What follows belongs to an exercise in optimizing a design on an open flow for small area, a short achievable clock period and few clock cycles per item; a production flow would make more cautious choices. The RTL was checked by simulation tests, not by an equivalence proof against the original design. Power and IR drop assume default switching activity.

==> flow/design.v, too long to show whole: its modules and the start of the top module <==
// module ex_bitwise: 23 lines
// module ex_arith: 16 lines
// module ex_mul_tree: 757 lines
// module ex_hilo: 17 lines
// module ex_add64: 34 lines
// module ex_stage: 189 lines
// module ex_stage_top: 33 lines
module ex_stage_top (
    input  logic        clk,
    input  logic        rst_i,
    input  logic        valid_i,
    input  logic [7:0]  req_aluop_i,
    input  logic [2:0]  req_alusel_i,
    input  logic [31:0] req_reg1_i,
    input  logic [31:0] req_reg2_i,
    input  logic [4:0]  req_wd_i,
    input  logic        req_wreg_i,
    output logic        stall_o,
    output logic        wb_valid_o,
    output logic [4:0]  wb_wd_o,
    output logic        wb_wreg_o,
    output logic [31:0] wb_wdata_o
);
  // ...
==> flow/run.sh <==
#!/bin/bash
# synth_recipe.tcl (not shown) runs the flow's synth.tcl, then flattens the netlist and writes it again
# the make line also repeats each setting of config.mk as NAME=value (left out here)
make -C /OpenROAD-flow-scripts/flow DESIGN_CONFIG=/design/flow/config.mk WORK_HOME=/design/flow/orfs CLKGATE_MAP_FILE= SYNTH_SCRIPT=/design/flow/synth_recipe.tcl finish
==> flow/config.mk <==
export PLATFORM = sky130hd
export DESIGN_NAME = ex_stage_top
export DESIGN_NICKNAME = ex_stage_top
export VERILOG_FILES = /design/flow/design.v
export SDC_FILE = /design/flow/constraint.sdc
export NUM_CORES = 4
export LEC_CHECK = 0
export ABC_AREA = 1
export CAP_MARGIN = 20
export CORE_MARGIN = 2
export CORE_UTILIZATION = 60
export SLEW_MARGIN = 65
==> flow/constraint.sdc <==
create_clock -name core_clock -period 18.5 [get_ports {clk}]
set_input_delay 3.7000 -clock core_clock [delete_from_list [all_inputs] [get_ports {clk}]]
set_output_delay 3.7000 -clock core_clock [all_outputs]
set_load 0.01 [all_outputs]
==> results.cfg, run 1 <==
[clock_tree]
clk_pin_slew_ps = 60
h-tree-depth = 1
postCtsSetupBuffers = 0
clock_sinks = 217
root_buffer = clkbuf_16
cts_buffers = 23

[power_and_ir_drop]
clk-power_uw = 498
p_clk_frac = 0.127
combPwrFrac = 0.715

[synthesis]
synthTopCellsByArea = fa_1 (20%), dfxtp_1 (15%), xor2_1 (9.3%), inv_1 (7.4%), o22ai_1 (6.7%)
synth_compound_area_frac = 0.2118
synthMuxAreaShare = 0.01478
ys_async_sr_fraction = 0
synth_top_area_frac = 0.2022
yosys_most_used_dff = dfxtp_1

[flow_run]
drv_cap = 0

[critical_path]
slowest_stage = clkdlybuf4s50_1
crit_fanout = 4
arrival_ps = 5120
crit_start = req_aluop_i[3]
path_depth = 4

[global_route]
grt_pass1_wl_mm = 186.1
grtUsageMet2 = 0.7077
grt-busiest-layer = met2
grt_pass1_vias = 29560

[placed_design]
placement.io_buffers = 122
placed_area_sq_um = 31650

[detailed_routing]
vias = 30850
topRoutingLayerUsed = met5

[outcome]
status = no timing/DRC/antenna violations

[sta]
tightest_slew_ps = 587.2
slew_headroom = 0.6059
post-route-period-util = 0.4766
fin_ws_ps = 9682

[min_path]
whs_path_depth = 1
min_path_type = flip-flop to flip-flop
holdPathEnd = i_ex_stage.cnt_q[0]

[die]
die_area_sq_um = 51470

[cells_and_area]
final_cell_area_sq_um = 32570
final_core_utilization = 0.6653
fillCellCount = 4200
final-clk-cell-share = 0.02451
Testbench counts, summed over its fixed seeds: cycles 19,190, items 16,000.
==> module ex_bitwise, before the edit <==
module ex_bitwise (
    input  logic        left_i,
    input  logic        arith_i,
    input  logic [31:0] reg1_i,
    input  logic [31:0] reg2_i,
    output logic [31:0] shift_o
);
    logic [31:0] src;
    logic [31:0] shr;
    logic        fill;
    always_comb begin
        for (int i = 0; i < 32; i++) begin
            src[i] = left_i ? reg2_i[31-i] : reg2_i[i];
        end
    end
    assign fill = arith_i & reg2_i[31];
    assign shr  = 32'($signed({fill, src}) >>> reg1_i[4:0]);
    always_comb begin
        for (int i = 0; i < 32; i++) begin
            shift_o[i] = left_i ? shr[31-i] : shr[i];
        end
    end
endmodule
==> module ex_add64, before the edit <==
module ex_add64 (
    input  logic [63:0] a_i,
    input  logic [63:0] b_i,
    input  logic        ci_i,
    output logic [63:0] sum_o,
    output logic [63:0] and_o,
    output logic [63:0] xor_o,
    output logic [63:0] carry_o
);
    logic [63:0] g0, p0, g, p, gn, pn;
    assign g0 = a_i & b_i;
    assign p0 = a_i ^ b_i;
    always_comb begin
        g    = g0;
        p    = p0;
        g[0] = g0[0] | (p0[0] & ci_i);
        for (int k = 1; k < 64; k = k * 2) begin
            gn = g;
            pn = p;
            for (int i = 0; i < 64; i++) begin
                if ((i / k) % 2 == 1) begin
                    gn[i] = g[i] | (p[i] & g[(i / k) * k - 1]);
                    pn[i] = p[i] & p[(i / k) * k - 1];
                end
            end
            g = gn;
            p = pn;
        end
    end
    assign sum_o = p0 ^ {g[62:0], ci_i};
    assign and_o = g0;
    assign xor_o = p0;
    assign carry_o = g;
endmodule
==> module ex_stage, before the edit <==
module ex_stage (
    input  logic        clk,
    input  logic        rst_i,
    input  logic        valid_i,
    input  logic [7:0]  aluop_i,
    input  logic [2:0]  alusel_i,
    input  logic [31:0] reg1_i,
    input  logic [31:0] reg2_i,
    input  logic [4:0]  wd_i,
    input  logic        wreg_i,
    output logic        stall_o,
    output logic        wb_valid_o,
    output logic [4:0]  wb_wd_o,
    output logic        wb_wreg_o,
    output logic [31:0] wb_wdata_o
);
    localparam int NR = 9;
    localparam int NP = 2;
    logic sel_nop, sel_logic, sel_shift, sel_move, sel_arith, sel_mul;
    logic accept, is_mulop, last, stall;
    logic is_acc, is_sub, is_mt, mul_sgn;
    logic we_hi, we_lo, trap;
    logic [1:0] cnt_q;
    assign sel_nop   = (alusel_i == 3'd0);
    assign sel_logic = (alusel_i == 3'd1);
    assign sel_shift = (alusel_i == 3'd2);
    assign sel_move  = (alusel_i == 3'd3);
    assign sel_arith = (alusel_i == 3'd4);
    assign sel_mul   = (alusel_i == 3'd5);
    assign is_mulop = sel_mul || (sel_nop && (aluop_i[5] || aluop_i[3]));
    assign last     = (cnt_q == 2'(NP - 1));
    assign stall_o  = !last && !alusel_i[1] &&
                      (alusel_i[2] ? (aluop_i[3] && aluop_i[7]) : (aluop_i[3] || aluop_i[7]));
    assign stall    = valid_i && is_mulop && !last;
    assign accept   = valid_i && !rst_i && !stall;
    always_ff @(posedge clk) begin
        if (rst_i || !stall) begin
            cnt_q <= 2'd0;
        end else begin
            cnt_q <= cnt_q + 2'd1;
        end
    end
    assign is_acc  = sel_nop && aluop_i[5];
    assign is_sub  = sel_nop && aluop_i[5] && aluop_i[3] && aluop_i[1];
    assign is_mt   = sel_nop && !aluop_i[5] && !aluop_i[3] && aluop_i[4];
    assign we_hi   = sel_nop && (aluop_i[5] || aluop_i[3] || (aluop_i[4] && !aluop_i[1]));
    assign we_lo   = sel_nop && (aluop_i[5] || aluop_i[3] || (aluop_i[4] && aluop_i[1]));
    assign mul_sgn = aluop_i[0] ^ (aluop_i[1] || aluop_i[4]);
    logic [31:0] shift_res, arith_res;
    logic        is_addsub, do_sub, is_pass, is_clz;
    logic [63:0] row0, row1, s_d, c_d, fb, fb2, sum, hilo;
    logic [NR*NP-1:0] d_one, d_two, d_neg;
    logic [NR-1:0]    r_one, r_two, r_neg;
    logic        acc_p_q, sub_p_q;
    ex_bitwise i_ex_bitwise (
        .left_i  (aluop_i[6]),
        .arith_i (aluop_i[0]),
        .reg1_i  (reg1_i),
        .reg2_i  (reg2_i),
        .shift_o (shift_res)
    );
    always_comb begin
        logic [32:0] y;
        y = {reg2_i, 1'b0};
        for (int i = 0; i < 16; i++) begin
            d_one[i] = y[2*i+1] ^ y[2*i];
            d_two[i] = (y[2*i+2] & ~y[2*i+1] & ~y[2*i]) | (~y[2*i+2] & y[2*i+1] & y[2*i]);
            d_neg[i] = y[2*i+2];
        end
        d_one[16] = reg2_i[31] & ~mul_sgn;
        d_two[16] = 1'b0;
        d_neg[16] = 1'b0;
        d_one[17] = 1'b0;
        d_two[17] = 1'b0;
        d_neg[17] = 1'b0;
    end
    always_comb begin
        for (int r = 0; r < NR; r++) begin
            r_one[r] = '0;
            r_two[r] = '0;
            r_neg[r] = '0;
            for (int g = 0; g < NP; g++) begin
                if (2'(NP - 1 - g) == cnt_q) begin
                    r_one[r] = d_one[NR*g + r];
                    r_two[r] = d_two[NR*g + r];
                    r_neg[r] = d_neg[NR*g + r];
                end
            end
        end
    end
    assign fb = (cnt_q != 2'd0) ? {sum[63-2*NR:0], {(2*NR){1'b0}}} : 64'b0;
    always_ff @(posedge clk) begin
        acc_p_q <= is_acc;
        sub_p_q <= is_sub;
    end
    assign fb2 = (acc_p_q && last) ? (hilo ^ {64{sub_p_q}}) : 64'b0;
    ex_mul_tree i_ex_mul_tree (
        .a_i    (reg1_i),
        .sgn_i  (mul_sgn),
        .one_i  (r_one),
        .two_i  (r_two),
        .neg_i  (r_neg),
        .fb_i   (fb),
        .fb2_i  (fb2),
        .row0_o (row0),
        .row1_o (row1)
    );
    assign trap = sel_arith && !is_clz && !aluop_i[3] && !(aluop_i[6] ^ aluop_i[0]);
    assign is_clz    = aluop_i[5] && aluop_i[4];
    assign is_addsub = sel_arith && !is_clz;
    assign do_sub    = aluop_i[1] && !aluop_i[6];
    assign is_pass = sel_arith || sel_logic;
    assign s_d = is_mulop ? row0 : (is_mt ? {reg1_i, reg1_i} : (is_pass ? {32'b0, reg1_i} : {32'b0, shift_res}));
    assign c_d = is_mulop ? row1 : (is_pass ? {32'b0, reg2_i ^ {32{is_addsub && do_sub}}} : 64'b0);
    logic [63:0] s_q, c_q;
    logic        v_q, we_hi_q, we_lo_q, sub_q, mfhi_q, mflo_q, res_q;
    logic        and_q, or_q, xor_q, nor_q, clz_q, clo_q;
    logic [63:0] andv, xorv, carry;
    logic        cin_q, trap_q, slt_q, uns_q, ovf, lt;
    logic [4:0]  wd_q;
    logic        wreg_q;
    always_ff @(posedge clk) begin
        if (rst_i) begin
            v_q     <= 1'b0;
            we_hi_q <= 1'b0;
            we_lo_q <= 1'b0;
        end else begin
            v_q     <= accept;
            we_hi_q <= accept && we_hi;
            we_lo_q <= accept && we_lo;
        end
    end
    always_ff @(posedge clk) begin
        s_q    <= s_d;
        c_q    <= c_d;
        sub_q  <= is_sub;
        mfhi_q <= sel_move && !aluop_i[1];
        mflo_q <= sel_move && aluop_i[1];
        res_q  <= sel_shift || sel_mul || (is_addsub && !aluop_i[3]);
        clz_q  <= sel_arith && is_clz;
        clo_q  <= aluop_i[0];
        and_q  <= sel_logic && !aluop_i[1] && !aluop_i[0];
        or_q   <= sel_logic && !aluop_i[1] &&  aluop_i[0];
        xor_q  <= sel_logic &&  aluop_i[1] && !aluop_i[0];
        nor_q  <= sel_logic &&  aluop_i[1] &&  aluop_i[0];
        cin_q  <= is_addsub && do_sub;
        trap_q <= trap;
        slt_q  <= is_addsub && aluop_i[3];
        uns_q  <= aluop_i[0];
        wd_q   <= wd_i;
        wreg_q <= wreg_i;
    end
    ex_add64 i_ex_add64 (
        .a_i   (s_q),
        .b_i   (c_q),
        .ci_i  (cin_q),
        .sum_o (sum),
        .and_o (andv),
        .xor_o (xorv),
        .carry_o (carry)
    );
    ex_arith i_ex_arith (
        .clo_i   (clo_q),
        .reg1_i  (s_q[31:0]),
        .count_o (arith_res)
    );
    assign ovf = (s_q[31] == c_q[31]) && (carry[30] != s_q[31]);
    assign lt  = (s_q[31] == c_q[31]) ? (s_q[31] ^ uns_q) : !carry[30];
    ex_hilo i_ex_hilo (
        .clk     (clk),
        .rst_i   (rst_i),
        .we_hi_i (we_hi_q),
        .we_lo_i (we_lo_q),
        .wdata_i (sum ^ {64{sub_q}}),
        .hilo_o  (hilo)
    );
    assign wb_valid_o = v_q;
    assign wb_wd_o    = wd_q;
    assign wb_wreg_o  = wreg_q && !(trap_q && ovf);
    assign wb_wdata_o = ({32{res_q}} & sum[31:0]) |
                        ({32{clz_q}} & arith_res) |
                        ({32{and_q}} & andv[31:0]) |
                        ({32{xor_q}} & xorv[31:0]) |
                        ({32{or_q}}  & (andv[31:0] | xorv[31:0])) |
                        ({32{nor_q}} & ~(andv[31:0] | xorv[31:0])) |
                        {31'b0, slt_q && lt} |
                        ({32{mfhi_q}} & hilo[63:32]) |
                        ({32{mflo_q}} & hilo[31:0]);
endmodule
==> inputs of run 2 (changes only) <==
--- a/flow/design.v
+++ b/flow/design.v
@@ -64,25 +64,36 @@
         logic [31:0] lo;
     } hilo_half_t;
     typedef union packed {
         logic [63:0]            dword;
         hilo_half_t half;
     } hilo_u;
 endpackage
 module ex_bitwise (
+    input  logic [1:0]  lop_i,
     input  logic        left_i,
     input  logic        arith_i,
     input  logic [31:0] reg1_i,
     input  logic [31:0] reg2_i,
+    output logic [31:0] logic_o,
     output logic [31:0] shift_o
 );
     logic [31:0] src;
     logic [31:0] shr;
     logic        fill;
+    logic l_and, l_or, l_xor, l_nor;
+    assign l_and = !lop_i[1] && !lop_i[0];
+    assign l_or  = !lop_i[1] &&  lop_i[0];
+    assign l_xor =  lop_i[1] && !lop_i[0];
+    assign l_nor =  lop_i[1] &&  lop_i[0];
+    assign logic_o = ({32{l_and}} & (reg1_i & reg2_i)) |
+                     ({32{l_or}}  & (reg1_i | reg2_i)) |
+                     ({32{l_xor}} & (reg1_i ^ reg2_i)) |
+                     ({32{l_nor}} & ~(reg1_i | reg2_i));
     always_comb begin
         for (int i = 0; i < 32; i++) begin
             src[i] = left_i ? reg2_i[31-i] : reg2_i[i];
         end
     end
     assign fill = arith_i & reg2_i[31];
     assign shr  = 32'($signed({fill, src}) >>> reg1_i[4:0]);
     always_comb begin
@@ -111,23 +122,24 @@
     input  logic [31:0] a_i,
     input  logic        sgn_i,
     input  logic [8:0] one_i,
     input  logic [8:0] two_i,
     input  logic [8:0] neg_i,
     input  logic [63:0] fb_i,
     input  logic [63:0] fb2_i,
     output logic [63:0] row0_o,
-    output logic [63:0] row1_o
+    output logic [63:0] row1_o,
+    output logic [63:0] row2_o
 );
     logic [33:0] x;
     logic [34:0] x2;
     logic [8:0][32:0] pp;
     logic [8:0] ns;
-    logic s1, c2, s3, c4, s5, c6, s7, c8, s9, c10, s11, c12, s13, c14, s15, c16, s17, c18, s19, c20, s21, c22, s23, c24, s25, c26, s27, c28, s29, c30, s31, c32, s33, c34, s35, c36, s37, c38, s39, c40, s41, c42, s43, c44, s45, c46, s47, c48, s49, c50, s51, c52, s53, c54, s55, c56, s57, c58, s59, c60, s61, c62, s63, c64, s65, c66, s67, c68, s69, c70, s71, c72, s73, c74, s75, c76, s77, c78, s79, c80, s81, c82, s83, c84, s85, c86, s87, c88, s89, c90, s91, c92, s93, c94, s95, c96, s97, c98, s99, c100, s101, c102, s103, c104, s105, c106, s107, c108, s109, c110, s111, c112, s113, c114, s115, c116, s117, c118, s119, c120, s121, c122, s123, c124, s125, c126, s127, c128, s129, c130, s131, c132, s133, c134, s135, c136, s137, c138, s139, c140, s141, c142, s143, c144, s145, c146, s147, c148, s149, c150, s151, c152, s153, c154, s155, c156, s157, c158, s159, c160, s161, c162, s163, c164, s165, c166, s167, c168, s169, c170, s171, c172, s173, c174, s175, c176, s177, c178, s179, c180, s181, c182, s183, c184, s185, c186, s187, c188, s189, c190, s191, c192, s193, c194, s195, c196, s197, c198, s199, c200, s201, c202, s203, c204, s205, c206, s207, c208, s209, c210, s211, c212, s213, c214, s215, c216, s217, c218, s219, c220, s221, c222, s223, c224, s225, c226, s227, c228, s229, c230, s231, c232, s233, c234, s235, c236, s237, c238, s239, c240, s241, c242, s243, c244, s245, c246, s247, c248, s249, c250, s251, c252, s253, c254, s255, c256, s257, c258, s259, c260, s261, c262, s263, c264, s265, c266, s267, c268, s269, c270, s271, c272, s273, c274, s275, c276, s277, c278, s279, c280, s281, c282, s283, c284, s285, c286, s287, c288, s289, c290, s291, c292, s293, c294, s295, c296, s297, c298, s299, c300, s301, c302, s303, c304, s305, c306, s307, c308, s309, c310, s311, c312, s313, c314, s315, c316, s317, c318, s319, c320, s321, c322, s323, c324, s325, c326, s327, c328, s329, c330, s331, c332, s333, c334, s335, c336, s337, c338, s339, c340, s341, c342, s343, c344, s345, c346, s347, c348, s349, c350, s351, c352, s353, c354, s355, c356, s357, c358, s359, c360, s361, c362, s363, c364, s365, c366, s367, c368, s369, c370, s371, c372, s373, c374, s375, c376, s377, c378, s379, c380, s381, c382, s383, c384, s385, c386, s387, c388, s389, c390, s391, c392, s393, c394, s395, c396, s397, c398, s399, c400, s401, c402, s403, c404, s405, c406, s407, c408, s409, c410, s411, c412, s413, c414, s415, c416, s417, c418, s419, c420, s421, c422, s423, c424, s425, c426, s427, c428, s429, c430, s431, c432, s433, c434, s435, c436, s437, c438, s439, c440, s441, c442, s443, c444, s445, c446, s447, c448, s449, c450, s451, c452, s453, c454, s455, c456, s457, c458, s459, c460, s461, c462, s463, c464, s465, c466, s467, c468, s469, c470, s471, c472, s473, c474, s475, c476, s477, c478, s479, c480, s481, c482, s483, c484, s485, c486, s487, c488, s489, c490, s491, c492, s493, c494, s495, c496, s497, c498, s499, c500, s501, c502, s503, c504, s505, c506, s507, c508, s509, c510, s511, c512, s513, c514, s515, c516, s517, c518, s519, c520, s521, c522, s523, c524, s525, c526, s527, c528, s529, c530, s531, c532, s533, c534, s535, c536, s537, c538, s539, c540, s541, c542, s543, c544, s545, c546, s547, c548, s549, c550, s551, c552, s553, c554, s555, c556, s557, c558, s559, c560, s561, c562, s563, c564, s565, c566, s567, c568, s569, c570, s571, c572, s573, c574, s575, c576, s577, c578, s579, c580, s581, c582, s583, c584, s585, c586, s587, c588, s589, c590, s591, c592, s593, c594, s595, c596, s597, c598, s599, c600, s601, c602, s603, c604, s605, c606, s607, c608, s609, c610, s611, c612, s613, c614, s615, c616, s617, c618, s619, c620, s621, c622, s623, c624, s625, c626, s627, c628, s629, c630, s631, c632, s633, c634, s635, c636, s637, c638, s639, c640, s641, c642, s643, c644, s645, c646, s647, c648, s649, c650, s651, c652, s653, c654, s655, c656, s657, c658, s659, c660, s661, c662, s663, c664, s665, c666, s667, c668, s669, c670, s671, c672, s673, c674, s675, c676, s677, c678, s679, c680, s681, c682, s683, c684, s685, c686, s687, c688, s689, c690, s691, c692, s693, c694, s695, c696, s697, c698, s699, c700, s701, c702, s703, c704, s705, c706, s707, c708, s709, c710, s711, c712, s713, c714, s715, c716, s717, c718;
+    logic s1, c2, s3, c4, s5, c6, s7, c8, s9, c10, s11, c12, s13, c14, s15, c16, s17, c18, s19, c20, s21, c22, s23, c24, s25, c26, s27, c28, s29, c30, s31, c32, s33, c34, s35, c36, s37, c38, s39, c40, s41, c42, s43, c44, s45, c46, s47, c48, s49, c50, s51, c52, s53, c54, s55, c56, s57, c58, s59, c60, s61, c62, s63, c64, s65, c66, s67, c68, s69, c70, s71, c72, s73, c74, s75, c76, s77, c78, s79, c80, s81, c82, s83, c84, s85, c86, s87, c88, s89, c90, s91, c92, s93, c94, s95, c96, s97, c98, s99, c100, s101, c102, s103, c104, s105, c106, s107, c108, s109, c110, s111, c112, s113, c114, s115, c116, s117, c118, s119, c120, s121, c122, s123, c124, s125, c126, s127, c128, s129, c130, s131, c132, s133, c134, s135, c136, s137, c138, s139, c140, s141, c142, s143, c144, s145, c146, s147, c148, s149, c150, s151, c152, s153, c154, s155, c156, s157, c158, s159, c160, s161, c162, s163, c164, s165, c166, s167, c168, s169, c170, s171, c172, s173, c174, s175, c176, s177, c178, s179, c180, s181, c182, s183, c184, s185, c186, s187, c188, s189, c190, s191, c192, s193, c194, s195, c196, s197, c198, s199, c200, s201, c202, s203, c204, s205, c206, s207, c208, s209, c210, s211, c212, s213, c214, s215, c216, s217, c218, s219, c220, s221, c222, s223, c224, s225, c226, s227, c228, s229, c230, s231, c232, s233, c234, s235, c236, s237, c238, s239, c240, s241, c242, s243, c244, s245, c246, s247, c248, s249, c250, s251, c252, s253, c254, s255, c256, s257, c258, s259, c260, s261, c262, s263, c264, s265, c266, s267, c268, s269, c270, s271, c272, s273, c274, s275, c276, s277, c278, s279, c280, s281, c282, s283, c284, s285, c286, s287, c288, s289, c290, s291, c292, s293, c294, s295, c296, s297, c298, s299, c300, s301, c302, s303, c304, s305, c306, s307, c308, s309, c310, s311, c312, s313, c314, s315, c316, s317, c318, s319, c320, s321, c322, s323, c324, s325, c326, s327, c328, s329, c330, s331, c332, s333, c334, s335, c336, s337, c338, s339, c340, s341, c342, s343, c344, s345, c346, s347, c348, s349, c350, s351, c352, s353, c354, s355, c356, s357, c358, s359, c360, s361, c362, s363, c364, s365, c366, s367, c368, s369, c370, s371, c372, s373, c374, s375, c376, s377, c378, s379, c380, s381, c382, s383, c384, s385, c386, s387, c388, s389, c390, s391, c392, s393, c394, s395, c396, s397, c398, s399, c400, s401, c402, s403, c404, s405, c406, s407, c408, s409, c410, s411, c412, s413, c414, s415, c416, s417, c418, s419, c420, s421, c422, s423, c424, s425, c426, s427, c428, s429, c430, s431, c432, s433, c434, s435, c436, s437, c438, s439, c440, s441, c442, s443, c444, s445, c446, s447, c448, s449, c450, s451, c452, s453, c454, s455, c456, s457, c458, s459, c460, s461, c462, s463, c464, s465, c466, s467, c468, s469, c470, s471, c472, s473, c474, s475, c476, s477, c478, s479, c480, s481, c482, s483, c484, s485, c486, s487, c488, s489, c490, s491, c492, s493, c494, s495, c496, s497, c498, s499, c500, s501, c502, s503, c504, s505, c506, s507, c508, s509, c510, s511, c512, s513, c514, s515, c516, s517, c518, s519, c520, s521, c522, s523, c524, s525, c526, s527, c528, s529, c530, s531, c532, s533, c534, s535, c536, s537, c538, s539, c540, s541, c542, s543, c544, s545, c546, s547, c548, s549, c550, s551, c552, s553, c554, s555, c556, s557, c558, s559, c560, s561, c562, s563, c564, s565, c566, s567, c568, s569, c570, s571, c572, s573, c574, s575, c576, s577, c578, s579, c580, s581, c582, s583, c584, s585, c586, s587, c588, s589, c590;
     assign x  = {{2{sgn_i & a_i[31]}}, a_i};
     assign x2 = {x, 1'b0};
     assign pp[0] = ((({33{one_i[0]}} & x[32:0]) | ({33{two_i[0]}} & x2[32:0])) ^ {33{neg_i[0]}});
     assign ns[0] = ~(((one_i[0] | two_i[0]) & x[33]) ^ neg_i[0]);
     assign pp[1] = ((({33{one_i[1]}} & x[32:0]) | ({33{two_i[1]}} & x2[32:0])) ^ {33{neg_i[1]}});
     assign ns[1] = ~(((one_i[1] | two_i[1]) & x[33]) ^ neg_i[1]);
     assign pp[2] = ((({33{one_i[2]}} & x[32:0]) | ({33{two_i[2]}} & x2[32:0])) ^ {33{neg_i[2]}});
     assign ns[2] = ~(((one_i[2] | two_i[2]) & x[33]) ^ neg_i[2]);
@@ -728,146 +740,19 @@
     assign s583 = fb_i[60] ^ fb2_i[60];
     assign c584 = fb_i[60] & fb2_i[60];
     assign s585 = fb_i[61] ^ fb2_i[61];
     assign c586 = fb_i[61] & fb2_i[61];
     assign s587 = fb_i[62] ^ fb2_i[62];
     assign c588 = fb_i[62] & fb2_i[62];
     assign s589 = fb_i[63] ^ fb2_i[63];
     assign c590 = fb_i[63] & fb2_i[63];
-    assign s591 = pp[0][0] ^ neg_i[0];
-    assign c592 = pp[0][0] & neg_i[0];
-    assign s593 = pp[0][1] ^ fb2_i[1];
-    assign c594 = pp[0][1] & fb2_i[1];
-    assign s595 = neg_i[1] ^ fb2_i[2] ^ s467;
-    assign c596 = (neg_i[1] & fb2_i[2]) | (neg_i[1] & s467) | (fb2_i[2] & s467);
-    assign s597 = fb2_i[3] ^ c468 ^ s469;
-    assign c598 = (fb2_i[3] & c468) | (fb2_i[3] & s469) | (c468 & s469);
-    assign s599 = c470 ^ s295 ^ s471;
-    assign c600 = (c470 & s295) | (c470 & s471) | (s295 & s471);
-    assign s601 = c472 ^ s297 ^ s473;
-    assign c602 = (c472 & s297) | (c472 & s473) | (s297 & s473);
-    assign s603 = s301 ^ c474 ^ s475;
-    assign c604 = (s301 & c474) | (s301 & s475) | (c474 & s475);
-    assign s605 = s305 ^ c476 ^ s477;
-    assign c606 = (s305 & c476) | (s305 & s477) | (c476 & s477);
-    assign s607 = c478 ^ s309 ^ s479;
-    assign c608 = (c478 & s309) | (c478 & s479) | (s309 & s479);
-    assign s609 = c480 ^ s313 ^ s481;
-    assign c610 = (c480 & s313) | (c480 & s481) | (s313 & s481);
-    assign s611 = s317 ^ c482 ^ s483;
-    assign c612 = (s317 & c482) | (s317 & s483) | (c482 & s483);
-    assign s613 = s321 ^ c484 ^ s485;
-    assign c614 = (s321 & c484) | (s321 & s485) | (c484 & s485);
-    assign s615 = s325 ^ c486 ^ s487;
-    assign c616 = (s325 & c486) | (s325 & s487) | (c486 & s487);
-    assign s617 = s329 ^ c488 ^ s489;
-    assign c618 = (s329 & c488) | (s329 & s489) | (c488 & s489);
-    assign s619 = c490 ^ s333 ^ s491;
-    assign c620 = (c490 & s333) | (c490 & s491) | (s333 & s491);
-    assign s621 = c492 ^ s337 ^ s493;
-    assign c622 = (c492 & s337) | (c492 & s493) | (s337 & s493);
-    assign s623 = s341 ^ c494 ^ s495;
-    assign c624 = (s341 & c494) | (s341 & s495) | (c494 & s495);
-    assign s625 = s345 ^ c496 ^ s497;
-    assign c626 = (s345 & c496) | (s345 & s497) | (c496 & s497);
-    assign s627 = s349 ^ c498 ^ s499;
-    assign c628 = (s349 & c498) | (s349 & s499) | (c498 & s499);
-    assign s629 = s353 ^ c500 ^ s501;
-    assign c630 = (s353 & c500) | (s353 & s501) | (c500 & s501);
-    assign s631 = s357 ^ c502 ^ s503;
-    assign c632 = (s357 & c502) | (s357 & s503) | (c502 & s503);
-    assign s633 = s361 ^ c504 ^ s505;
-    assign c634 = (s361 & c504) | (s361 & s505) | (c504 & s505);
-    assign s635 = s365 ^ c506 ^ s507;
-    assign c636 = (s365 & c506) | (s365 & s507) | (c506 & s507);
-    assign s637 = s369 ^ c508 ^ s509;
-    assign c638 = (s369 & c508) | (s369 & s509) | (c508 & s509);
-    assign s639 = s373 ^ c510 ^ s511;
-    assign c640 = (s373 & c510) | (s373 & s511) | (c510 & s511);
-    assign s641 = s377 ^ c512 ^ s513;
-    assign c642 = (s377 & c512) | (s377 & s513) | (c512 & s513);
-    assign s643 = s381 ^ c514 ^ s515;
-    assign c644 = (s381 & c514) | (s381 & s515) | (c514 & s515);
-    assign s645 = s385 ^ c516 ^ s517;
-    assign c646 = (s385 & c516) | (s385 & s517) | (c516 & s517);
-    assign s647 = s389 ^ c518 ^ s519;
-    assign c648 = (s389 & c518) | (s389 & s519) | (c518 & s519);
-    assign s649 = s393 ^ c520 ^ s521;
-    assign c650 = (s393 & c520) | (s393 & s521) | (c520 & s521);
-    assign s651 = s397 ^ c522 ^ s523;
-    assign c652 = (s397 & c522) | (s397 & s523) | (c522 & s523);
-    assign s653 = s401 ^ c524 ^ s525;
-    assign c654 = (s401 & c524) | (s401 & s525) | (c524 & s525);
-    assign s655 = s405 ^ c526 ^ s527;
-    assign c656 = (s405 & c526) | (s405 & s527) | (c526 & s527);
-    assign s657 = s409 ^ c528 ^ s529;
-    assign c658 = (s409 & c528) | (s409 & s529) | (c528 & s529);
-    assign s659 = s413 ^ c530 ^ s531;
-    assign c660 = (s413 & c530) | (s413 & s531) | (c530 & s531);
-    assign s661 = s417 ^ c532 ^ s533;
-    assign c662 = (s417 & c532) | (s417 & s533) | (c532 & s533);
-    assign s663 = s421 ^ c534 ^ s535;
-    assign c664 = (s421 & c534) | (s421 & s535) | (c534 & s535);
-    assign s665 = s425 ^ c536 ^ s537;
-    assign c666 = (s425 & c536) | (s425 & s537) | (c536 & s537);
-    assign s667 = s429 ^ c538 ^ s539;
-    assign c668 = (s429 & c538) | (s429 & s539) | (c538 & s539);
-    assign s669 = s433 ^ c540 ^ s541;
-    assign c670 = (s433 & c540) | (s433 & s541) | (c540 & s541);
-    assign s671 = s437 ^ c542 ^ s543;
-    assign c672 = (s437 & c542) | (s437 & s543) | (c542 & s543);
-    assign s673 = c438 ^ s545 ^ c544;
-    assign c674 = (c438 & s545) | (c438 & c544) | (s545 & c544);
-    assign s675 = s445 ^ c546 ^ s547;
-    assign c676 = (s445 & c546) | (s445 & s547) | (c546 & s547);
-    assign s677 = s449 ^ c548 ^ s549;
-    assign c678 = (s449 & c548) | (s449 & s549) | (c548 & s549);
-    assign s679 = s453 ^ c550 ^ s551;
-    assign c680 = (s453 & c550) | (s453 & s551) | (c550 & s551);
-    assign s681 = s457 ^ c552 ^ s553;
-    assign c682 = (s457 & c552) | (s457 & s553) | (c552 & s553);
-    assign s683 = c458 ^ s555 ^ c554;
-    assign c684 = (c458 & s555) | (c458 & c554) | (s555 & c554);
-    assign s685 = s463 ^ c556 ^ s557;
-    assign c686 = (s463 & c556) | (s463 & s557) | (c556 & s557);
-    assign s687 = s465 ^ c558 ^ s559;
-    assign c688 = (s465 & c558) | (s465 & s559) | (c558 & s559);
-    assign s689 = c466 ^ s561 ^ c560;
-    assign c690 = (c466 & s561) | (c466 & c560) | (s561 & c560);
-    assign s691 = 1'b1 ^ c562 ^ s563;
-    assign c692 = (1'b1 & c562) | (1'b1 & s563) | (c562 & s563);
-    assign s693 = 1'b1 ^ c564 ^ s565;
-    assign c694 = (1'b1 & c564) | (1'b1 & s565) | (c564 & s565);
-    assign s695 = 1'b1 ^ c566 ^ s567;
-    assign c696 = (1'b1 & c566) | (1'b1 & s567) | (c566 & s567);
-    assign s697 = 1'b1 ^ c568 ^ s569;
-    assign c698 = (1'b1 & c568) | (1'b1 & s569) | (c568 & s569);
-    assign s699 = 1'b1 ^ c570 ^ s571;
-    assign c700 = (1'b1 & c570) | (1'b1 & s571) | (c570 & s571);
-    assign s701 = 1'b1 ^ c572 ^ s573;
-    assign c702 = (1'b1 & c572) | (1'b1 & s573) | (c572 & s573);
-    assign s703 = 1'b1 ^ c574 ^ s575;
-    assign c704 = (1'b1 & c574) | (1'b1 & s575) | (c574 & s575);
-    assign s705 = 1'b1 ^ c576 ^ s577;
-    assign c706 = (1'b1 & c576) | (1'b1 & s577) | (c576 & s577);
-    assign s707 = 1'b1 ^ c578 ^ s579;
-    assign c708 = (1'b1 & c578) | (1'b1 & s579) | (c578 & s579);
-    assign s709 = 1'b1 ^ c580 ^ s581;
-    assign c710 = (1'b1 & c580) | (1'b1 & s581) | (c580 & s581);
-    assign s711 = 1'b1 ^ c582 ^ s583;
-    assign c712 = (1'b1 & c582) | (1'b1 & s583) | (c582 & s583);
-    assign s713 = 1'b1 ^ c584 ^ s585;
-    assign c714 = (1'b1 & c584) | (1'b1 & s585) | (c584 & s585);
-    assign s715 = 1'b1 ^ c586 ^ s587;
-    assign c716 = (1'b1 & c586) | (1'b1 & s587) | (c586 & s587);
-    assign s717 = 1'b1 ^ c588 ^ s589;
-    assign c718 = (1'b1 & c588) | (1'b1 & s589) | (c588 & s589);
-    assign row0_o = {c716, c714, c712, c710, c708, c706, c704, c702, c700, c698, c696, c694, c692, c690, c688, c686, c684, c682, c680, c678, c676, c674, c672, c670, c668, c666, c664, c662, c660, c658, c656, c654, c652, c650, c648, c646, c644, c642, c640, c638, c636, c634, c632, c630, c628, c626, c624, c622, c620, c618, c616, c614, c612, c610, c608, c606, c604, c602, c600, c598, c596, c594, c592, fb2_i[0]};
-    assign row1_o = {s717, s715, s713, s711, s709, s707, s705, s703, s701, s699, s697, s695, s693, s691, s689, s687, s685, s683, s681, s679, s677, s675, s673, s671, s669, s667, s665, s663, s661, s659, s657, s655, s653, s651, s649, s647, s645, s643, s641, s639, s637, s635, s633, s631, s629, s627, s625, s623, s621, s619, s617, s615, s613, s611, s609, s607, s605, s603, s601, s599, s597, s595, s593, s591};
+    assign row0_o = {c588, c586, c584, c582, c580, c578, c576, c574, c572, c570, c568, c566, c564, c562, c560, c558, c556, c554, c552, c550, c548, c546, c544, c542, c540, c538, c536, c534, c532, c530, c528, c526, c524, c522, c520, c518, c516, c514, c512, c510, c508, c506, c504, c502, c500, c498, c496, c494, c492, c490, c488, c486, c484, c482, c480, c478, c476, c474, c472, c470, c468, neg_i[1], pp[0][1], pp[0][0]};
+    assign row1_o = {1'b1, 1'b1, 1'b1, 1'b1, 1'b1, 1'b1, 1'b1, 1'b1, 1'b1, 1'b1, 1'b1, 1'b1, 1'b1, 1'b1, c466, s465, s463, c458, s457, s453, s449, s445, c438, s437, s433, s429, s425, s421, s417, s413, s409, s405, s401, s397, s393, s389, s385, s381, s377, s373, s369, s365, s361, s357, s353, s349, s345, s341, s337, s333, s329, s325, s321, s317, s313, s309, s305, s301, s297, s295, fb2_i[3], fb2_i[2], fb2_i[1], neg_i[0]};
+    assign row2_o = {s589, s587, s585, s583, s581, s579, s577, s575, s573, s571, s569, s567, s565, s563, s561, s559, s557, s555, s553, s551, s549, s547, s545, s543, s541, s539, s537, s535, s533, s531, s529, s527, s525, s523, s521, s519, s517, s515, s513, s511, s509, s507, s505, s503, s501, s499, s497, s495, s493, s491, s489, s487, s485, s483, s481, s479, s477, s475, s473, s471, s469, s467, 1'b0, fb2_i[0]};
 endmodule
 module ex_hilo (
     input  logic        clk,
     input  logic        rst_i,
     input  logic        we_hi_i,
     input  logic        we_lo_i,
     input  logic [63:0] wdata_i,
     output logic [63:0] hilo_o
@@ -880,20 +765,17 @@
             if (we_lo_i) hilo_o[31:0]  <= wdata_i[31:0];
         end
     end
 endmodule
 module ex_add64 (
     input  logic [63:0] a_i,
     input  logic [63:0] b_i,
     input  logic        ci_i,
-    output logic [63:0] sum_o,
-    output logic [63:0] and_o,
-    output logic [63:0] xor_o,
-    output logic [63:0] carry_o
+    output logic [63:0] sum_o
 );
     logic [63:0] g0, p0, g, p, gn, pn;
     assign g0 = a_i & b_i;
     assign p0 = a_i ^ b_i;
     always_comb begin
         g    = g0;
         p    = p0;
         g[0] = g0[0] | (p0[0] & ci_i);
@@ -906,19 +788,16 @@
                     pn[i] = p[i] & p[(i / k) * k - 1];
                 end
             end
             g = gn;
             p = pn;
         end
     end
     assign sum_o = p0 ^ {g[62:0], ci_i};
-    assign and_o = g0;
-    assign xor_o = p0;
-    assign carry_o = g;
 endmodule
 module ex_stage (
     input  logic        clk,
     input  logic        rst_i,
     input  logic        valid_i,
     input  logic [7:0]  aluop_i,
     input  logic [2:0]  alusel_i,
     input  logic [31:0] reg1_i,
@@ -939,48 +818,55 @@
     logic we_hi, we_lo, trap;
     logic [1:0] cnt_q;
     assign sel_nop   = (alusel_i == 3'd0);
     assign sel_logic = (alusel_i == 3'd1);
     assign sel_shift = (alusel_i == 3'd2);
     assign sel_move  = (alusel_i == 3'd3);
     assign sel_arith = (alusel_i == 3'd4);
     assign sel_mul   = (alusel_i == 3'd5);
-    assign is_mulop = sel_mul || (sel_nop && (aluop_i[5] || aluop_i[3]));
+    assign is_mulop = sel_mul || (sel_nop && (aluop_i[7] || aluop_i[3]));
     assign last     = (cnt_q == 2'(NP - 1));
     assign stall_o  = !last && !alusel_i[1] &&
                       (alusel_i[2] ? (aluop_i[3] && aluop_i[7]) : (aluop_i[3] || aluop_i[7]));
     assign stall    = valid_i && is_mulop && !last;
     assign accept   = valid_i && !rst_i && !stall;
     always_ff @(posedge clk) begin
         if (rst_i || !stall) begin
             cnt_q <= 2'd0;
         end else begin
             cnt_q <= cnt_q + 2'd1;
         end
     end
-    assign is_acc  = sel_nop && aluop_i[5];
-    assign is_sub  = sel_nop && aluop_i[5] && aluop_i[3] && aluop_i[1];
-    assign is_mt   = sel_nop && !aluop_i[5] && !aluop_i[3] && aluop_i[4];
-    assign we_hi   = sel_nop && (aluop_i[5] || aluop_i[3] || (aluop_i[4] && !aluop_i[1]));
-    assign we_lo   = sel_nop && (aluop_i[5] || aluop_i[3] || (aluop_i[4] && aluop_i[1]));
+    assign is_acc  = sel_nop && aluop_i[7];
+    assign is_sub  = sel_nop && aluop_i[7] && aluop_i[3] && aluop_i[1];
+    assign is_mt   = sel_nop && !aluop_i[7] && !aluop_i[3] && aluop_i[4];
+    assign we_hi   = sel_nop && (aluop_i[7] || aluop_i[3] || (aluop_i[4] && !aluop_i[1]));
+    assign we_lo   = sel_nop && (aluop_i[7] || aluop_i[3] || (aluop_i[4] && aluop_i[1]));
     assign mul_sgn = aluop_i[0] ^ (aluop_i[1] || aluop_i[4]);
-    logic [31:0] shift_res, arith_res;
-    logic        is_addsub, do_sub, is_pass, is_clz;
-    logic [63:0] row0, row1, s_d, c_d, fb, fb2, sum, hilo;
+    logic [31:0] logic_res, shift_res, arith_res, alu_res;
+    logic        is_addsub, do_sub;
+    logic [63:0] row0, row1, row2, s_d, c_d, d_d, fb, fb2, sum, hilo;
     logic [NR*NP-1:0] d_one, d_two, d_neg;
     logic [NR-1:0]    r_one, r_two, r_neg;
     logic        acc_p_q, sub_p_q;
     ex_bitwise i_ex_bitwise (
+        .lop_i   (aluop_i[1:0]),
         .left_i  (aluop_i[6]),
         .arith_i (aluop_i[0]),
         .reg1_i  (reg1_i),
         .reg2_i  (reg2_i),
+        .logic_o (logic_res),
         .shift_o (shift_res)
     );
+    ex_arith i_ex_arith (
+        .clo_i   (aluop_i[7] && aluop_i[0]),
+        .reg1_i  (reg1_i),
+        .count_o (arith_res)
+    );
     always_comb begin
         logic [32:0] y;
         y = {reg2_i, 1'b0};
         for (int i = 0; i < 16; i++) begin
             d_one[i] = y[2*i+1] ^ y[2*i];
             d_two[i] = (y[2*i+2] & ~y[2*i+1] & ~y[2*i]) | (~y[2*i+2] & y[2*i+1] & y[2*i]);
             d_neg[i] = y[2*i+2];
         end
@@ -1015,29 +901,30 @@
         .a_i    (reg1_i),
         .sgn_i  (mul_sgn),
         .one_i  (r_one),
         .two_i  (r_two),
         .neg_i  (r_neg),
         .fb_i   (fb),
         .fb2_i  (fb2),
         .row0_o (row0),
-        .row1_o (row1)
+        .row1_o (row1),
+        .row2_o (row2)
     );
-    assign trap = sel_arith && !is_clz && !aluop_i[3] && !(aluop_i[6] ^ aluop_i[0]);
-    assign is_clz    = aluop_i[5] && aluop_i[4];
-    assign is_addsub = sel_arith && !is_clz;
+    assign trap = sel_arith && !aluop_i[7] && !aluop_i[3] && !(aluop_i[6] ^ aluop_i[0]);
+    assign is_addsub = sel_arith && !aluop_i[7];
     assign do_sub    = aluop_i[1] && !aluop_i[6];
-    assign is_pass = sel_arith || sel_logic;
-    assign s_d = is_mulop ? row0 : (is_mt ? {reg1_i, reg1_i} : (is_pass ? {32'b0, reg1_i} : {32'b0, shift_res}));
-    assign c_d = is_mulop ? row1 : (is_pass ? {32'b0, reg2_i ^ {32{is_addsub && do_sub}}} : 64'b0);
-    logic [63:0] s_q, c_q;
+    assign alu_res = ({32{sel_logic}} & logic_res) |
+                     ({32{sel_shift}} & shift_res) |
+                     ({32{sel_arith}} & arith_res);
+    assign s_d = is_mulop ? row0 : (is_mt ? {reg1_i, reg1_i} : (is_addsub ? {32'b0, reg1_i} : {32'b0, alu_res}));
+    assign c_d = is_mulop ? row1 : (is_addsub ? {32'b0, reg2_i ^ {32{do_sub}}} : 64'b0);
+    assign d_d = is_mulop ? row2 : 64'b0;
+    logic [63:0] s_q, c_q, d_q, t_s, t_c;
     logic        v_q, we_hi_q, we_lo_q, sub_q, mfhi_q, mflo_q, res_q;
-    logic        and_q, or_q, xor_q, nor_q, clz_q, clo_q;
-    logic [63:0] andv, xorv, carry;
     logic        cin_q, trap_q, slt_q, uns_q, ovf, lt;
     logic [4:0]  wd_q;
     logic        wreg_q;
     always_ff @(posedge clk) begin
         if (rst_i) begin
             v_q     <= 1'b0;
             we_hi_q <= 1'b0;
             we_lo_q <= 1'b0;
@@ -1045,66 +932,50 @@
             v_q     <= accept;
             we_hi_q <= accept && we_hi;
             we_lo_q <= accept && we_lo;
         end
     end
     always_ff @(posedge clk) begin
         s_q    <= s_d;
         c_q    <= c_d;
+        d_q    <= d_d;
         sub_q  <= is_sub;
         mfhi_q <= sel_move && !aluop_i[1];
         mflo_q <= sel_move && aluop_i[1];
-        res_q  <= sel_shift || sel_mul || (is_addsub && !aluop_i[3]);
-        clz_q  <= sel_arith && is_clz;
-        clo_q  <= aluop_i[0];
-        and_q  <= sel_logic && !aluop_i[1] && !aluop_i[0];
-        or_q   <= sel_logic && !aluop_i[1] &&  aluop_i[0];
-        xor_q  <= sel_logic &&  aluop_i[1] && !aluop_i[0];
-        nor_q  <= sel_logic &&  aluop_i[1] &&  aluop_i[0];
+        res_q  <= !sel_nop && !sel_move && !(is_addsub && aluop_i[3]);
         cin_q  <= is_addsub && do_sub;
         trap_q <= trap;
         slt_q  <= is_addsub && aluop_i[3];
         uns_q  <= aluop_i[0];
         wd_q   <= wd_i;
         wreg_q <= wreg_i;
     end
+    assign t_s = s_q ^ c_q ^ d_q;
+    assign t_c = {(s_q[62:0] & c_q[62:0]) | (s_q[62:0] & d_q[62:0]) | (c_q[62:0] & d_q[62:0]), 1'b0};
     ex_add64 i_ex_add64 (
-        .a_i   (s_q),
-        .b_i   (c_q),
+        .a_i   (t_s),
+        .b_i   (t_c),
         .ci_i  (cin_q),
-        .sum_o (sum),
-        .and_o (andv),
-        .xor_o (xorv),
-        .carry_o (carry)
-    );
-    ex_arith i_ex_arith (
-        .clo_i   (clo_q),
-        .reg1_i  (s_q[31:0]),
-        .count_o (arith_res)
+        .sum_o (sum)
     );
-    assign ovf = (s_q[31] == c_q[31]) && (carry[30] != s_q[31]);
-    assign lt  = (s_q[31] == c_q[31]) ? (s_q[31] ^ uns_q) : !carry[30];
+    assign ovf = (s_q[31] == c_q[31]) && (sum[31] != s_q[31]);
+    assign lt  = (s_q[31] == c_q[31]) ? (s_q[31] ^ uns_q) : sum[31];
     ex_hilo i_ex_hilo (
         .clk     (clk),
         .rst_i   (rst_i),
         .we_hi_i (we_hi_q),
         .we_lo_i (we_lo_q),
         .wdata_i (sum ^ {64{sub_q}}),
         .hilo_o  (hilo)
     );
     assign wb_valid_o = v_q;
     assign wb_wd_o    = wd_q;
     assign wb_wreg_o  = wreg_q && !(trap_q && ovf);
     assign wb_wdata_o = ({32{res_q}} & sum[31:0]) |
-                        ({32{clz_q}} & arith_res) |
-                        ({32{and_q}} & andv[31:0]) |
-                        ({32{xor_q}} & xorv[31:0]) |
-                        ({32{or_q}}  & (andv[31:0] | xorv[31:0])) |
-                        ({32{nor_q}} & ~(andv[31:0] | xorv[31:0])) |
                         {31'b0, slt_q && lt} |
                         ({32{mfhi_q}} & hilo[63:32]) |
                         ({32{mflo_q}} & hilo[31:0]);
 endmodule
 module ex_stage_top (
     input  logic        clk,
     input  logic        rst_i,
     input  logic        valid_i,
--- a/flow/config.mk
+++ b/flow/config.mk
@@ -4,9 +4,9 @@
 export VERILOG_FILES = /design/flow/design.v
 export SDC_FILE = /design/flow/constraint.sdc
 export NUM_CORES = 4
 export LEC_CHECK = 0
 export ABC_AREA = 1
 export CAP_MARGIN = 20
 export CORE_MARGIN = 2
 export CORE_UTILIZATION = 60
-export SLEW_MARGIN = 65
+export SLEW_MARGIN = 20
==> run 2 against run 1 <==
Against the previous run:
- still clean
- register-to-register slack got worse by 40 ps
- clock-buffer cell count increased by 7
- combinational power decreased by 19%
- largest cell class unchanged
==> results.cfg, run 2 <==
[outcome]
status = no timing/DRC/antenna violations

[placed_design]
gp_congestion = 1.046
placement.io_buffers = 121
placed_area_sq_um = 33090
dp_cells = 4762
place_hpwl_mm = 89.61

[synthesis]
synth-seq-cells = 262
synthTopCellsByArea = fa_1 (20%), dfxtp_1 (17%), xor2_1 (10%), nand2_1 (7.2%), ha_1 (6.8%)
yosys_warnings = 5
synth_nets = 4767
synth_top_area_frac = 0.1993
synth_edf_count = 0
syn_area_per_cell_sq_um = 7.512
synth_cells = 4198
yosys_most_used_dff = dfxtp_1
syn_area_sq_um = 31540
ys_async_sr_fraction = 0
synth_top_cells_by_count = nand2_1 (605), inv_1 (539), o21ai_0 (402)
synth_most_common_cell = nand2_1
synth_top_area_cell = fa_1
synthDistinctLibCells = 57
ys_seq_area_frac = 0.1663

[cells_and_area]
final_cells = 4825
layout_commonest_cell = nand2_1
layout_common_cells = nand2_1 (600), inv_1 (536), o21ai_0 (395)
drive_gt1_frac = 0.04745
num-nets-final = 4677
final_cell_area_sq_um = 34110
fillCellCount = 4665
area_growth_pct = 8.173
reg_top3 = i_ex_stage.i_ex_hilo.hilo_o x64, i_ex_stage.s_q x64, i_ex_stage.d_q x63

[detailed_routing]
drtPass1Iterations = 10
vias = 30250
routed_wl_mm = 124.6
vias_per_cell = 6.270
detail_route.wl_per_cell_um = 25.81
drt_iter0_markers = 3920
post-route-drc-count = 0
final_antenna_net_count = 0

[critical_path]
setup.worst_path.end_class = output pin
r2r_setup_slack_ps = 12260
cp.required_ps = 14800
crit_fanout = 5
crit_start = i_ex_stage.d_q[0]
critPathMostFrequentCell = nand2_2
reg2reg_to = i_ex_stage.s_q[31]
path_cells = fa_1 -> ha_1 -> fa_1 -> nand3_1 -> nand2_1 -> nand3_2 -> nand2_2 -> nand2_2 -> nand2_2 -> nand2_2 -> nand2_4 -> a21boi_4 -> o21ai_4 -> a21oi_4 -> o21bai_1 -> a21o_1 -> xor2_1 -> inv_1 -> o211ai_1 -> o21ai_0 -> inv_1 -> clkdlybuf4s50_1
r2r_cells = 19
cp-start-kind = flip-flop
reg2reg_from = i_ex_stage.cnt_q[1]
slowest_stage = xor2_1
critPathMaxStageDelay_ps = 840
critPathKind = flip-flop to output pin
arrival_ps = 5750

[die]
io_pins = 124
die_area_sq_um = 54410
initial_core_util = 0.6037
dieHeight_um = 233.3
rows = 84
core_area_sq_um = 52240
die_x_um = 233.3

[sta]
finalHoldViolations = 0
final_max_slew_viol_count = 0
finalSetupTns_ps = 0
post-route-period-util = 0.5106
tightest_slew_ps = 1224
fin_crit_ps = 9446
fmax_mhz = 105.9
finalSetupViolations = 0
slew_headroom = 0.1828
fin_skew_ps = 26.98
rsz0062_at_grt = false

[clock_tree]
clock_path_buffers = 3
clk_pin_slew_ps = 60
cts_buffers = 31
root_buffer = clkbuf_16
h-tree-depth = 1
clock_sinks = 262
cts_tree = yes
worstSkewPairLatency_ps = 630
cts_hold_buf = 0
cts_resized = 0
postCtsSetupBuffers = 0

[global_route]
antenna_found_initial = 4
grt_max_degree = 98
grt_pass1_vias = 28320
grt_pass1_wl_mm = 184.2
grt_overflow = 0
gr-usage-all-layers = 0.4595

[power_and_ir_drop]
p_leak_uw = 0.01559
irDropWorstVdd_v = 0.0001305
power_density_nw_per_um2 = 105.5
total_power_uw = 3598

[min_path]
min_path_type = flip-flop to flip-flop
whs_path_depth = 1
min_from = i_ex_stage.cnt_q[0]
holdPathEnd = i_ex_stage.cnt_q[0]

[flow_run]
drv_cap = 0
==> run 2: worst max-delay path, delay by kind of cell (launching register included) <==
kind,cells,cell delay (ps)
XOR/XNOR,1,840
AND/OR/NAND/NOR,8,600
flip-flops,1,320
buffers and inverters,3,850
AO/OA/AOI/OAI,7,1390
adder cells (fa/ha/maj),3,1110
==> run 2: cell families (layout without fill, tap and decap cells) <==
family          count (synthesis)  in the layout  share of synthesized area
compound gates               1027           1027                     0.1891
xor+xnor                      438            438                     0.1216
fa+ha+maj                     485            485                     0.2672
buf+inv                       885            818                     0.1058
flops                         262            262                     0.1663
mux                            45             45                    0.01428
other cells                     0              6                          0
simple gates                 1056           1056                     0.1358
==> run 2: power by group <==
part / switching [uW] / internal (uW)
Clock: 269 / 345
Sequential: 49.9 / 650
Combinational: 1450 / 834
==> run 2: routing by layer <==
metal	vias up	track usage	wire, um
met5	-	0	9
met4	2	0.1746	5893
met3	419	0.2111	20840
met2	2179	0.6529	50080
met1	14150	0.6064	47730
li1	13510	-	-
==> run 2: stage by stage <==
stage | setup WS (ps) | hold slack [ps] | utilization
4_1_cts | 9148 | 449.0 | 0.6525
5_1_grt | 8786 | 467.6 | 0.6528
3_5_place_dp | 9156 | 435.3 | 0.6334
6_report | 9054 | 446.1 | 0.6531
3_3_place_gp | 9156 | 429.1 | 0.6334
2_1_floorplan | 10480 | 417.3 | -
==> run 2: worst max-delay path by stage <==
stage | end | slack (ps) | depth (start not counted)
floorplan | stall_o | 10480 | 3
global placement | stall_o | 9160 | 4
detailed placement | stall_o | 9160 | 4
CTS | stall_o | 9150 | 4
global route | wb_wreg_o | 8790 | 22
finish | wb_wreg_o | 9050 | 22
==> run 2: final cells by class <==
| class | instances | area (sq um) | share of cell area |
|---|---|---|---|
| clock buffer | 39 | 825.8 | 0.02421 |
| multi-input combinational | 3051 | 23080 | 0.6765 |
| tap | 688 | 860.8 | 0.02523 |
| antenna | 6 | 15.01 | 0.0004401 |
| sequential | 262 | 5249 | 0.1539 |
| inverter | 563 | 2117 | 0.06206 |
| clock inverter | 17 | 172.7 | 0.005061 |
| timing repair buffer | 199 | 1794 | 0.05259 |
Testbench counts of run 2, summed over its fixed seeds: cycles 19,190, items 16,000.

## what the ideal ports hide
The flow's constraints put no driver on any port. The routed layouts listed below were extracted and timed again, unchanged, in two steps. Step 1, drivers: a clkbuf_16 drives clk and a buf_2 each remaining input, both assumed. Step 2 moves the port delays by t, midway between the first and last clock arrival at a register: inputs arrive t later, outputs are due t later. That takes back most of the time a late clock gives input paths. a / b / c = ideal / step 1 / step 2; a / b = the first two.
| run | t, ns | setup WS [ns] | worst setup path after step 2 |
|---|---|---|---|
| run 1 | 0.597 | 9.682 / 9.659 / 9.534 | input to register |
| run 2 | 0.681 | 9.054 / 8.990 / 9.104 | input to output |
After both steps every run listed still meets setup and hold. The setup slack of run 1, which loses most, moves by -0.023 ns with the drivers and by -0.148 ns with both steps.
